From an optimization exercise on the open Yosys and OpenROAD flow, aimed at small area; shortcuts taken in it are not production practice.
Only simulation tests tie the RTL to the original design; equivalence was not proved.
No activity file was given, so power comes from the tool's default toggle rates.

==> trial 95 <==
==> flow/design.v <==
module pwm_timing_param_calc (
   input  logic         clock,
   input  logic         reset,
   input  logic         req_start,
   output logic         busy,
   input  logic [6:0]   req_percent,
   output logic         rsp_valid,
   output logic [2:0]   rsp_div_code,
   output logic [7:0]   rsp_prescale_code,
   output logic [15:0]  rsp_period_code,
   output logic [15:0]  rsp_duty_code,
   output logic         rsp_duty_zero,
   output logic [1:0]   rsp_status,
   input  logic         csr_valid,
   output logic         csr_ready,
   input  logic [0:0]   csr_index,
   input  logic [31:0]  csr_wdata
);
   localparam logic [31:0] CLK_HZ_RESET = 32'd200000000;
   localparam logic [31:0] PERIOD_RESET = 32'd50000;
   localparam logic [23:0] D_CYC  = 24'd3906250;    
   localparam logic [23:0] D_FULL = 24'd65535;
   localparam logic [23:0] D_PCT  = 24'd100;
   localparam logic [3:0] S_IDLE   = 4'd0;
   localparam logic [3:0] S_DONE   = 4'd1;
   localparam logic [3:0] S_MULC   = 4'd2;    
   localparam logic [3:0] S_MULP   = 4'd3;    
   localparam logic [3:0] S_DIVD1  = 4'd4;    
   localparam logic [3:0] S_DIVK   = 4'd5;    
   localparam logic [3:0] S_DIV100 = 4'd6;    
   localparam logic [3:0] S_DIVPRE = 4'd7;    
   localparam logic [3:0] S_FIT    = 4'd8;    
   localparam logic [3:0] S_CLRM   = 4'd9;    
   localparam logic [3:0] S_CLRP   = 4'd10;   
   localparam logic [3:0] S_LOAD   = 4'd11;   
   localparam logic [1:0] PH_0 = 2'd0;        
   localparam logic [1:0] PH_A = 2'd1;
   localparam logic [1:0] PH_B = 2'd2;
   localparam logic [1:0] PH_C = 2'd3;
   logic [31:0] clk_hz;
   logic [31:0] period;
   logic [63:0] w;
   logic [15:0] aux;
   logic [2:0]  c;
   logic [7:0]  code;
   logic        range_f;
   logic        bad_f;
   logic [3:0]  state;
   logic [1:0]  phase;
   logic [5:0]  cnt;
   logic [1:0]  phs;         
   logic        cy1, cy2;    
   logic        idle;
   logic        accept;
   logic        bad;
   logic        step;        
   logic        div_mode;
   logic        mul_mode;
   logic        add_en;
   logic        is_pre;
   logic        sub;
   logic        c9;
   logic [23:0] dsel;
   logic [31:0] m_in;
   logic [32:0] a_in;
   logic [32:0] b_in;
   logic [32:0] sum;
   logic        co1, co2;    
   logic        fit;
   logic        fit_stop;
   logic        last;
   logic        clr;
   logic        load;
   logic        rz;
   logic        bin;
   logic [16:0] dec;         
   logic        uf8;
   logic        sat8;
   logic        sat16;
   assign idle   = (state == S_IDLE) || (state == S_DONE);
   assign accept = idle && req_start;
   assign bad    = (req_percent > 7'd100);
   assign step   = (phs == 2'd2);
   assign fit = !(w[33] && (c != 3'd7)) && (w[32:24] == 9'd0)
                && !((w[23:8] == 16'hffff) && (w[7:0] != 8'd0));
   assign fit_stop = fit || (c == 3'd7);
   assign last = (state == S_MULC) ? (cnt == {3'b101, c}) : (cnt == 6'd39);
   assign div_mode = (state == S_DIVD1) || (state == S_DIVK) ||
                     (state == S_DIV100) || (state == S_DIVPRE);
   assign mul_mode = (state == S_MULC) || (state == S_MULP) ||
                     ((state == S_FIT) && !fit_stop);
   assign load     = (state == S_LOAD);
   assign clr      = (state == S_CLRM) || (state == S_CLRP) ||
                     ((state == S_FIT) && fit_stop);
   assign add_en   = ((state == S_MULC) || (state == S_MULP)) && !cnt[5];
   assign m_in     = (state == S_MULP) ? {17'd0, aux[6:0], 8'd0} : clk_hz;
   assign is_pre = (state == S_DIVPRE);
   assign sub    = !w[63];
   always_comb begin
      case (state)
         S_DIVD1:  dsel = D_CYC;
         S_DIVK:   dsel = D_FULL;
         S_DIV100: dsel = D_PCT;
         default:  dsel = {16'd0, code};
      endcase
   end
   assign c9 = sub ^ is_pre;
   assign a_in = ({33{div_mode}} & w[62:30]) | ({33{mul_mode}} & {1'b0, w[63:32]});
   assign b_in = div_mode ? {dsel ^ {24{sub}}, {9{c9}}}
                          : ((w[0] && add_en) ? {1'b0, m_in} : 33'd0);
   always_comb begin
      logic cb;
      cb = div_mode && c9;
      co1 = 1'b0;
      co2 = 1'b0;
      for (int i = 0; i < 33; i++) begin
         if (i == 11) cb = cy1;
         if (i == 22) cb = cy2;
         sum[i] = a_in[i] ^ b_in[i] ^ cb;
         cb     = (a_in[i] & b_in[i]) | (cb & (a_in[i] ^ b_in[i]));
         if (i == 10) co1 = cb;
         if (i == 21) co2 = cb;
      end
   end
   assign rz    = (w[55:41] == 15'd0) && (w[63] == w[40]);
   assign bin   = (load && (phase == PH_A)) ? rz : 1'b1;
   assign dec   = {1'b0, w[15:0]} - {16'd0, bin};
   assign uf8   = (w[7:0] == 8'd0) && bin;
   assign sat16 = (w[39:16] != 24'd0);
   assign sat8  = sat16 || (w[15:8] != 8'd0);
   always_ff @(posedge clock) begin
      if (reset) begin
         state  <= S_IDLE;
         clk_hz <= CLK_HZ_RESET;
         period <= PERIOD_RESET;
      end else begin
         if (csr_valid && idle) begin
            if (csr_index == 1'b0) clk_hz <= csr_wdata;
            else                   period <= csr_wdata;
         end
         if (accept) begin
            state <= bad ? S_DONE : S_LOAD;
         end else if (step) begin
            case (state)
               S_MULC:   if (last) state <= S_DIVD1;
               S_MULP:   if (last) state <= S_DIV100;
               S_DIVD1:  if (last) state <= (phase == PH_A) ? S_FIT : S_CLRP;
               S_DIVK:   if (last) state <= S_LOAD;
               S_DIV100: if (last) state <= S_CLRM;
               S_DIVPRE: if (last) state <= (phase == PH_C) ? S_DONE : S_LOAD;
               S_FIT:    if (fit_stop) state <= S_DIVK;
               S_CLRM:   state <= S_MULC;
               S_CLRP:   state <= S_DIVPRE;
               S_LOAD:   state <= (phase == PH_A) ? S_MULP : S_MULC;
               default:  state <= S_IDLE;
            endcase
         end else if (state == S_DONE) begin
            state <= S_IDLE;
         end
      end
      if (step && (div_mode || mul_mode || clr || load)) begin
         w[63:32] <= sum[32:1];
      end
      if (step && (div_mode || mul_mode || load)) begin
         w[31] <= load ? period[31] : sum[0];
      end
      if (step && (div_mode || mul_mode || load)) begin
         w[30:0] <= load ? period[30:0] : (div_mode ? {w[29:0], !sum[32]} : w[31:1]);
      end
      cy1 <= co1;
      cy2 <= co2;
      if (idle) phs <= 2'd0;
      else      phs <= step ? 2'd0 : phs + 2'd1;
      if (step && (div_mode || (state == S_MULC) || (state == S_MULP))) begin
         cnt <= last ? 6'd0 : cnt + 6'd1;
      end
      if (accept) begin
         phase   <= PH_0;
         c       <= 3'd0;
         code    <= 8'd0;
         range_f <= 1'b0;
         bad_f   <= bad;
         aux     <= bad ? 16'd0 : {9'd0, req_percent};
         cnt     <= 6'd0;
      end else if (step) begin
         if (state == S_FIT) begin
            if (fit_stop) range_f <= range_f || !fit;
            else          c <= c + 3'd1;
         end
         if (load) begin
            case (phase)
               PH_0: phase <= PH_A;
               PH_A: begin
                  code    <= sat8 ? 8'hff : (uf8 ? 8'h00 : dec[7:0]);
                  range_f <= range_f || (uf8 && !sat8);
                  phase   <= PH_B;
               end
               default: begin
                  aux     <= sat16 ? 16'hffff : w[15:0];
                  phase   <= PH_C;
               end
            endcase
         end
      end
   end
   assign busy              = !idle;
   assign csr_ready         = idle;
   assign rsp_valid         = (state == S_DONE);
   assign rsp_div_code      = c;
   assign rsp_prescale_code = code;
   assign rsp_period_code   = (sat16 && !bad_f) ? 16'hffff
                              : ((dec[16] || bad_f) ? 16'h0000 : dec[15:0]);
   assign rsp_duty_code     = aux;
   assign rsp_duty_zero     = (aux == 16'd0) && !bad_f;
   assign rsp_status        = {range_f, bad_f};
endmodule
==> flow/flow/run.sh <==
#!/bin/bash
# The standard layout, with the port buffers made from the smallest buffer
# cell and a clock tree of small clock buffers without dummy loads.
set -euo pipefail
export BUFFER_PORTS_ARGS="-buffer_cell sky130_fd_sc_hd__buf_1"
export CTS_ARGS="-sink_clustering_enable -repair_clock_nets -buf_list sky130_fd_sc_hd__clkbuf_8 -dont_use_dummy_load"
bash standard.sh "BUFFER_PORTS_ARGS=$BUFFER_PORTS_ARGS" "CTS_ARGS=$CTS_ARGS" finish > layout_make.log 2>&1
==> flow/standard.sh <==
#!/bin/bash
# synth_recipe.tcl (not shown) runs the flow's synth.tcl, then flattens the netlist and writes it again
# the make line also repeats each setting of config.mk as NAME=value (left out here)
make -C /OpenROAD-flow-scripts/flow DESIGN_CONFIG=/design/flow/config.mk WORK_HOME=/design/flow/orfs CLKGATE_MAP_FILE= SYNTH_SCRIPT=/design/flow/synth_recipe.tcl "${@:-finish}"
==> flow/config.mk <==
export PLATFORM = sky130hd
export DESIGN_NAME = pwm_timing_param_calc
export DESIGN_NICKNAME = pwm_timing_param_calc
export VERILOG_FILES = /design/flow/design.v
export SDC_FILE = /design/flow/constraint.sdc
export NUM_CORES = 4
export LEC_CHECK = 0
export CAP_MARGIN = 0
export CORE_MARGIN = 2
export CORE_UTILIZATION = 60
export GPL_TIMING_DRIVEN = 0
export SLEW_MARGIN = 0
==> flow/constraint.sdc <==
create_clock -name core_clock -period 8.0 [get_ports {clock}]
set_input_delay 1.6000 -clock core_clock [delete_from_list [all_inputs] [get_ports {clock}]]
set_output_delay 1.6000 -clock core_clock [all_outputs]
set_load 0.01 [all_outputs]
==> build 55 (differences from trial 95) <==
--- a/flow/design.v
+++ b/flow/design.v
@@ -127,6 +127,6 @@
    assign dec   = {1'b0, w[15:0]} - {16'd0, bin};
    assign uf8   = (w[7:0] == 8'd0) && bin;
-   assign sat16 = (w[39:16] != 24'd0);
-   assign sat8  = sat16 || (w[15:8] != 8'd0);
+   assign sat16 = (w[19:16] != 4'd0);
+   assign sat8  = (w[11:8] != 4'd0);
    always_ff @(posedge clock) begin
       if (reset) begin
--- a/flow/config.mk
+++ b/flow/config.mk
@@ -8,5 +8,4 @@
 export CAP_MARGIN = 0
 export CORE_MARGIN = 2
-export CORE_UTILIZATION = 60
-export GPL_TIMING_DRIVEN = 0
+export CORE_UTILIZATION = 40
 export SLEW_MARGIN = 0
==> build 34 (differences from trial 95) <==
--- a/flow/design.v
+++ b/flow/design.v
@@ -34,8 +34,7 @@
    localparam logic [3:0] S_CLRP   = 4'd10;   
    localparam logic [3:0] S_LOAD   = 4'd11;   
-   localparam logic [1:0] PH_0 = 2'd0;        
-   localparam logic [1:0] PH_A = 2'd1;
-   localparam logic [1:0] PH_B = 2'd2;
-   localparam logic [1:0] PH_C = 2'd3;
+   localparam logic [1:0] PH_A = 2'd0;
+   localparam logic [1:0] PH_B = 2'd1;
+   localparam logic [1:0] PH_C = 2'd2;
    logic [31:0] clk_hz;
    logic [31:0] period;
@@ -49,10 +48,7 @@
    logic [1:0]  phase;
    logic [5:0]  cnt;
-   logic [1:0]  phs;         
-   logic        cy1, cy2;    
    logic        idle;
    logic        accept;
    logic        bad;
-   logic        step;        
    logic        div_mode;
    logic        mul_mode;
@@ -67,12 +63,13 @@
    logic [32:0] sum;
    logic        co1, co2;    
+   logic        cy1, cy2;    
+   logic [1:0]  phs;         
+   logic        step;        
    logic        fit;
    logic        fit_stop;
    logic        last;
-   logic        clr;
-   logic        load;
    logic        rz;
    logic        bin;
-   logic [16:0] dec;         
+   logic [16:0] dec;      
    logic        uf8;
    logic        sat8;
@@ -81,18 +78,21 @@
    assign accept = idle && req_start;
    assign bad    = (req_percent > 7'd100);
-   assign step   = (phs == 2'd2);
    assign fit = !(w[33] && (c != 3'd7)) && (w[32:24] == 9'd0)
                 && !((w[23:8] == 16'hffff) && (w[7:0] != 8'd0));
    assign fit_stop = fit || (c == 3'd7);
-   assign last = (state == S_MULC) ? (cnt == {3'b101, c}) : (cnt == 6'd39);
+   assign step = (phs == 2'd2);
+   always_comb begin
+      case (state)
+         S_MULC:  last = (cnt == {3'b101, c});
+         S_MULP:  last = (cnt == 6'd31);
+         default: last = (cnt == 6'd39);
+      endcase
+   end
    assign div_mode = (state == S_DIVD1) || (state == S_DIVK) ||
                      (state == S_DIV100) || (state == S_DIVPRE);
    assign mul_mode = (state == S_MULC) || (state == S_MULP) ||
                      ((state == S_FIT) && !fit_stop);
-   assign load     = (state == S_LOAD);
-   assign clr      = (state == S_CLRM) || (state == S_CLRP) ||
-                     ((state == S_FIT) && fit_stop);
    assign add_en   = ((state == S_MULC) || (state == S_MULP)) && !cnt[5];
-   assign m_in     = (state == S_MULP) ? {17'd0, aux[6:0], 8'd0} : clk_hz;
+   assign m_in     = (state == S_MULP) ? {25'd0, aux[6:0]} : clk_hz;
    assign is_pre = (state == S_DIVPRE);
    assign sub    = !w[63];
@@ -106,5 +106,5 @@
    end
    assign c9 = sub ^ is_pre;
-   assign a_in = ({33{div_mode}} & w[62:30]) | ({33{mul_mode}} & {1'b0, w[63:32]});
+   assign a_in = div_mode ? w[62:30] : {1'b0, w[63:32]};
    assign b_in = div_mode ? {dsel ^ {24{sub}}, {9{c9}}}
                           : ((w[0] && add_en) ? {1'b0, m_in} : 33'd0);
@@ -112,6 +112,4 @@
       logic cb;
       cb = div_mode && c9;
-      co1 = 1'b0;
-      co2 = 1'b0;
       for (int i = 0; i < 33; i++) begin
          if (i == 11) cb = cy1;
@@ -124,5 +122,5 @@
    end
    assign rz    = (w[55:41] == 15'd0) && (w[63] == w[40]);
-   assign bin   = (load && (phase == PH_A)) ? rz : 1'b1;
+   assign bin   = (state == S_LOAD) && (phase == PH_A) ? rz : 1'b1;
    assign dec   = {1'b0, w[15:0]} - {16'd0, bin};
    assign uf8   = (w[7:0] == 8'd0) && bin;
@@ -140,14 +138,15 @@
          end
          if (accept) begin
-            state <= bad ? S_DONE : S_LOAD;
-         end else if (step) begin
+            state <= bad ? S_DONE : S_MULC;
+         end else begin
             case (state)
-               S_MULC:   if (last) state <= S_DIVD1;
-               S_MULP:   if (last) state <= S_DIV100;
-               S_DIVD1:  if (last) state <= (phase == PH_A) ? S_FIT : S_CLRP;
-               S_DIVK:   if (last) state <= S_LOAD;
-               S_DIV100: if (last) state <= S_CLRM;
-               S_DIVPRE: if (last) state <= (phase == PH_C) ? S_DONE : S_LOAD;
-               S_FIT:    if (fit_stop) state <= S_DIVK;
+               S_DONE:   state <= S_IDLE;
+               S_MULC:   if (step && last) state <= S_DIVD1;
+               S_MULP:   if (step && last) state <= S_DIV100;
+               S_DIVD1:  if (step && last) state <= (phase == PH_A) ? S_FIT : S_CLRP;
+               S_DIVK:   if (step && last) state <= S_LOAD;
+               S_DIV100: if (step && last) state <= S_CLRM;
+               S_DIVPRE: if (step && last) state <= (phase == PH_C) ? S_DONE : S_LOAD;
+               S_FIT:    if (step && fit_stop) state <= S_DIVK;
                S_CLRM:   state <= S_MULC;
                S_CLRP:   state <= S_DIVPRE;
@@ -155,26 +154,30 @@
                default:  state <= S_IDLE;
             endcase
-         end else if (state == S_DONE) begin
-            state <= S_IDLE;
-         end
-      end
-      if (step && (div_mode || mul_mode || clr || load)) begin
-         w[63:32] <= sum[32:1];
-      end
-      if (step && (div_mode || mul_mode || load)) begin
-         w[31] <= load ? period[31] : sum[0];
-      end
-      if (step && (div_mode || mul_mode || load)) begin
-         w[30:0] <= load ? period[30:0] : (div_mode ? {w[29:0], !sum[32]} : w[31:1]);
+         end
+      end
+      if (accept || (state == S_LOAD)) begin
+         w <= {32'd0, period};
+      end else if ((state == S_CLRM) || (state == S_CLRP) ||
+                   ((state == S_FIT) && fit_stop && step)) begin
+         w <= {32'd0, w[31:0]};
+      end else if (div_mode && step) begin
+         w <= {sum, w[29:0], !sum[32]};
+      end else if (mul_mode && step) begin
+         w <= {sum, w[31:1]};
       end
       cy1 <= co1;
       cy2 <= co2;
-      if (idle) phs <= 2'd0;
-      else      phs <= step ? 2'd0 : phs + 2'd1;
-      if (step && (div_mode || (state == S_MULC) || (state == S_MULP))) begin
-         cnt <= last ? 6'd0 : cnt + 6'd1;
+      if (div_mode || mul_mode || (state == S_FIT)) begin
+         phs <= step ? 2'd0 : phs + 2'd1;
+      end else begin
+         phs <= 2'd0;
+      end
+      if (div_mode || (state == S_MULC) || (state == S_MULP)) begin
+         if (step) cnt <= last ? 6'd0 : cnt + 6'd1;
+      end else begin
+         cnt <= 6'd0;
       end
       if (accept) begin
-         phase   <= PH_0;
+         phase   <= PH_A;
          c       <= 3'd0;
          code    <= 8'd0;
@@ -182,23 +185,18 @@
          bad_f   <= bad;
          aux     <= bad ? 16'd0 : {9'd0, req_percent};
-         cnt     <= 6'd0;
-      end else if (step) begin
-         if (state == S_FIT) begin
+      end else begin
+         if ((state == S_FIT) && step) begin
             if (fit_stop) range_f <= range_f || !fit;
             else          c <= c + 3'd1;
          end
-         if (load) begin
-            case (phase)
-               PH_0: phase <= PH_A;
-               PH_A: begin
-                  code    <= sat8 ? 8'hff : (uf8 ? 8'h00 : dec[7:0]);
-                  range_f <= range_f || (uf8 && !sat8);
-                  phase   <= PH_B;
-               end
-               default: begin
-                  aux     <= sat16 ? 16'hffff : w[15:0];
-                  phase   <= PH_C;
-               end
-            endcase
+         if (state == S_LOAD) begin
+            if (phase == PH_A) begin
+               code    <= sat8 ? 8'hff : (uf8 ? 8'h00 : dec[7:0]);
+               range_f <= range_f || (uf8 && !sat8);
+               phase   <= PH_B;
+            end else begin
+               aux     <= sat16 ? 16'hffff : w[15:0];
+               phase   <= PH_C;
+            end
          end
       end
==> flow/run.sh (new file) <==
#!/bin/bash
# synth_recipe.tcl (not shown) runs the flow's synth.tcl, then flattens the netlist and writes it again
# the make line also repeats each setting of config.mk as NAME=value (left out here)
make -C /OpenROAD-flow-scripts/flow DESIGN_CONFIG=/design/flow/config.mk WORK_HOME=/design/flow/orfs CLKGATE_MAP_FILE= SYNTH_SCRIPT=/design/flow/synth_recipe.tcl finish
--- a/flow/config.mk
+++ b/flow/config.mk
@@ -6,7 +6,6 @@
 export NUM_CORES = 4
 export LEC_CHECK = 0
-export CAP_MARGIN = 0
+export CAP_MARGIN = 20
 export CORE_MARGIN = 2
-export CORE_UTILIZATION = 60
-export GPL_TIMING_DRIVEN = 0
-export SLEW_MARGIN = 0
+export CORE_UTILIZATION = 40
+export SLEW_MARGIN = 20
removed: flow/flow/run.sh
removed: flow/standard.sh
==> impl_metrics.yaml <==
pwr:
  power.switching_fraction: 0.353
floorplan:
  floorplan.tapcells: 285
yosys:
  post_synth_inst_count: 1035
  synth_fp_nets: 1117
detailed_routing:
  wl_met1_mm: 11.8
timing:
  post_route_worst_setup_slack_ns: 1.25
setup_path:
  crit-reg2reg-capture: "w[41]$_DFFE_PP_"
run_status:
  status: "timing/DRC/antenna clean"
-- figures above: build 55

==> impl_metrics.yaml <==
run_status:
  status: "timing/DRC/antenna clean"
yosys:
  synth_fp_nets: 1142
  post_synth_inst_count: 1057
  yosys_reg_bits: 173
detailed_routing:
  wl_met1_mm: 13.2
floorplan:
  floorplan.tapcells: 319
timing:
  worst_clock_skew_ns: 0.0133
  post_route_worst_setup_slack_ns: 1.16
pwr:
  power.switching_fraction: 0.381
setup_path:
  crit-reg2reg-capture: "w[0]$_DFFE_PP_"
-- figures above: build 34

==> impl_metrics.yaml <==
timing:
  post_route_worst_setup_slack_ns: 0.871
run_status:
  status: "timing/DRC/antenna clean"
setup_path:
  crit-reg2reg-capture: "w[41]$_DFFE_PP_"
floorplan:
  floorplan.tapcells: 188
pwr:
  power.switching_fraction: 0.378
-- figures above: trial 95

## re-timing with driven ports
Ports are ideal in the flow. The routed layouts listed here were re-timed in OpenROAD. Step 1 assumes that a clkbuf_16 drives the clock port and a buf_2 every other input. Step 2, shift: input delay + t, output delay - t, t = (earliest + latest rising clock arrival at the registers) / 2. This alone moves slack from input paths to output paths. Slacks: ideal / step 1 / step 2; pairs: ideal / step 1.
run	shift t [ns]	slack for setup (ns)	worst setup path at the end
trial 95	0.491	0.871 / 0.871 / 0.871	register to register
build 55	0.498	1.247 / 1.247 / 1.247	register to register
build 34	0.479	1.155 / 1.155 / 1.155	register to register
After both steps every run listed still meets setup and hold.
